From an optimization exercise on the open Yosys and OpenROAD flow, aimed at small area, a short achievable clock period and few clock cycles per item; shortcuts taken in it are not production practice. The RTL was checked by simulation tests, not by an equivalence proof against the original design.

// classifier_top
module classifier_top (
  input wire clk,
  input wire rst,
  input wire [15:0] data_in0,
  input wire [15:0] data_in1,
  input wire [15:0] data_in2,
  input wire [15:0] data_in3,
  input wire [15:0] data_in4,
  input wire [15:0] data_in5,
  input wire [15:0] data_in6,
  input wire [15:0] data_in7,
  input wire [15:0] data_in8,
  input wire [15:0] data_in9,
  input wire [15:0] data_in10,
  input wire [15:0] data_in11,
  input wire [15:0] data_in12,
  input wire [15:0] data_in13,
  input wire [15:0] data_in14,
  input wire [15:0] data_in15,
  input wire in_valid,
  output logic in_ready,
  output logic signed [39:0] score,
  output logic [1:0] score_class,
  output logic score_valid,
  output logic score_last,
  output logic [1:0] best_class,
  input wire score_ready
);
For scale: roughly 4700 cells after synthesis, about 1200 flip-flops, roughly 310 I/O pins, ~0.052 mm^2 of cells after synthesis.
clock: 9.0 ns
lec_check: 0
cap_margin: 20
core_margin: 2
core_utilization: 55
cts_cluster_diameter: 60
cts_cluster_size: 25
setup_slack_margin: 5
slew_margin: 20
standard.sh (not shown) runs the stock make flow with config.mk's settings and CLKGATE_MAP_FILE= SYNTH_SCRIPT=/design/flow/synth_recipe.tcl, a recipe that flattens the netlist after the stock synthesis.
==> flow/flow/run.sh <==
#!/bin/bash
set -euo pipefail
export BUFFER_PORTS_ARGS="-buffer_cell sky130_fd_sc_hd__buf_1"
bash standard.sh > flow.log 2>&1
Testbench counts at the start, summed over its fixed seeds: cycles 832, frames 192.
Rerun with:
--- a/flow/config.mk
+++ b/flow/config.mk
@@ -9,6 +9,4 @@
 export CORE_MARGIN = 2
 export CORE_UTILIZATION = 55
-export CTS_CLUSTER_DIAMETER = 60
-export CTS_CLUSTER_SIZE = 25
 export SETUP_SLACK_MARGIN = 5
 export SLEW_MARGIN = 20
After rerunning: Worst setup slack is worse by 0.0037 ns; routed wire length went up by 0.56%; final area went up by 1.4%; synthesized cell count does not change; global-route usage went up by 0.14 points; cell count went up by 0.91%; via count went up by 0.40%.
Rerun with:
==> flow/flow/run.sh (replaced) <==
#!/bin/bash
set -euo pipefail
export BUFFER_PORTS_ARGS="-buffer_cell sky130_fd_sc_hd__buf_1"
sed -e 's/SETUP_SLACK_MARGIN=5 /SETUP_SLACK_MARGIN=5.8 /' standard.sh > standard_margin.sh
grep -q 'SETUP_SLACK_MARGIN=5.8 ' standard_margin.sh
bash standard_margin.sh > flow.log 2>&1
--- a/flow/config.mk
+++ b/flow/config.mk
@@ -9,4 +9,6 @@
 export CORE_MARGIN = 2
 export CORE_UTILIZATION = 55
+export CTS_CLUSTER_DIAMETER = 60
+export CTS_CLUSTER_SIZE = 25
 export SETUP_SLACK_MARGIN = 5
 export SLEW_MARGIN = 20
Effect: The changed run completed with no timing, DRC or antenna violations; sequential share of layout area barely changes; utilization is about the same; maximum frequency rises by 5.6%; via count shrinks by 0.58%; global-route usage stays flat; register-to-register slack is better by 0.20 ns; routed wire length is about the same.
Rerun with:
==> flow/flow/run.sh (replaced) <==
#!/bin/bash
set -euo pipefail
export BUFFER_PORTS_ARGS="-buffer_cell sky130_fd_sc_hd__buf_1"
sed -e 's/SETUP_SLACK_MARGIN=5 /SETUP_SLACK_MARGIN=6.0 /' standard.sh > standard_margin.sh
grep -q 'SETUP_SLACK_MARGIN=6.0 ' standard_margin.sh
bash standard_margin.sh > flow.log 2>&1
- The new run went through all stages and came out clean
- non-clock buffer count is higher by 16
- register-to-register slack stays flat
- design area came out higher slightly
- worst hold slack stays flat
- utilization came out higher by 0.55 points
- clock skew hardly moves
- sequential cell count does not change

classifier_top again, from the RTL that the note above started with.
==> flow/config.mk <==
export PLATFORM = sky130hd
export DESIGN_NAME = classifier_top
export DESIGN_NICKNAME = classifier_top
export VERILOG_FILES = /design/flow/design.v
export SDC_FILE = /design/flow/constraint.sdc
export NUM_CORES = 4
export LEC_CHECK = 0
export CAP_MARGIN = 20
export CORE_MARGIN = 2
export CORE_UTILIZATION = 55
export SETUP_SLACK_MARGIN = 5
export SLEW_MARGIN = 20
==> flow/constraint.sdc <==
create_clock -name core_clock -period 9.0 [get_ports {clk}]
set_input_delay 1.8000 -clock core_clock [delete_from_list [all_inputs] [get_ports {clk}]]
set_output_delay 1.8000 -clock core_clock [all_outputs]
set_load 0.01 [all_outputs]
==> flow/flow/run.sh <==
#!/bin/bash
set -euo pipefail
export BUFFER_PORTS_ARGS="-buffer_cell sky130_fd_sc_hd__buf_1"
sed -e 's/SETUP_SLACK_MARGIN=5 /SETUP_SLACK_MARGIN=5.6 /' standard.sh > standard_margin.sh
grep -q 'SETUP_SLACK_MARGIN=5.6 ' standard_margin.sh
bash standard_margin.sh > flow.log 2>&1
Testbench counts at the start, summed over its fixed seeds: cycles 832, frames 192.
==> next run, changes <==
Settings changed: CTS_CLUSTER_DIAMETER from default to 60, CTS_CLUSTER_SIZE from default to 25.
=> Worst setup slack gets worse by 0.019 ns. Synthesized area does not change. Core utilization fell by 0.53 points. Maximum frequency shrinks by 0.52%. Wire length decreases by 0.52%. Via count drops by 0.56%. Hold slack improves by 0.0076 ns.

==> afterwards: timing with drivers on the ports <==
In the flow no input, the clock included, has a driving cell. The finished layouts below were timed again as built, in two steps. Step 1 (the two cells are an assumption about what drives the block):
set clk [get_ports {clk}]
set_driving_cell -lib_cell sky130_fd_sc_hd__clkbuf_16 $clk
set_driving_cell -lib_cell sky130_fd_sc_hd__buf_2 [delete_from_list [all_inputs] $clk]
Step 2 also shifts input and output timing later by t, the mid clock arrival at the registers, as if the neighbouring blocks saw the same clock. Slacks: ideal ports / drivers / drivers and shift; pairs: ideal ports / drivers.
| run | t (ns) | slack for setup (ns) | hold WS [ns] | worst setup path after step 2 | latest minus earliest clock arrival (ns) |
|---|---|---|---|---|---|
| the first run of note 1 | 0.746 | 5.244 / 5.244 / 5.145 | 0.343 / 0.343 / 0.343 | input to register | 0.039 / 0.039 |
| the second run of note 1 | 0.781 | 5.240 / 5.240 / 5.146 | 0.344 / 0.344 / 0.344 | input to register | 0.036 / 0.036 |
| the third run of note 1 | 0.742 | 5.440 / 5.440 / 5.255 | 0.354 / 0.354 / 0.354 | input to register | 0.042 / 0.043 |
| the fourth run of note 1 | 0.764 | 5.450 / 5.450 / 5.405 | 0.353 / 0.353 / 0.353 | input to register | 0.043 / 0.043 |
| the first run of note 2 | 0.781 | 5.378 / 5.378 / 5.112 | 0.348 / 0.348 / 0.348 | input to register | 0.039 / 0.040 |
| the second run of note 2 | 0.761 | 5.359 / 5.359 / 5.126 | 0.355 / 0.355 / 0.355 | input to register | 0.034 / 0.034 |
After both steps setup and hold are still met in every run listed. For the first run of note 2, which loses most, drivers alone change the setup slack by 0.000 ns; drivers and shift together by -0.266 ns.
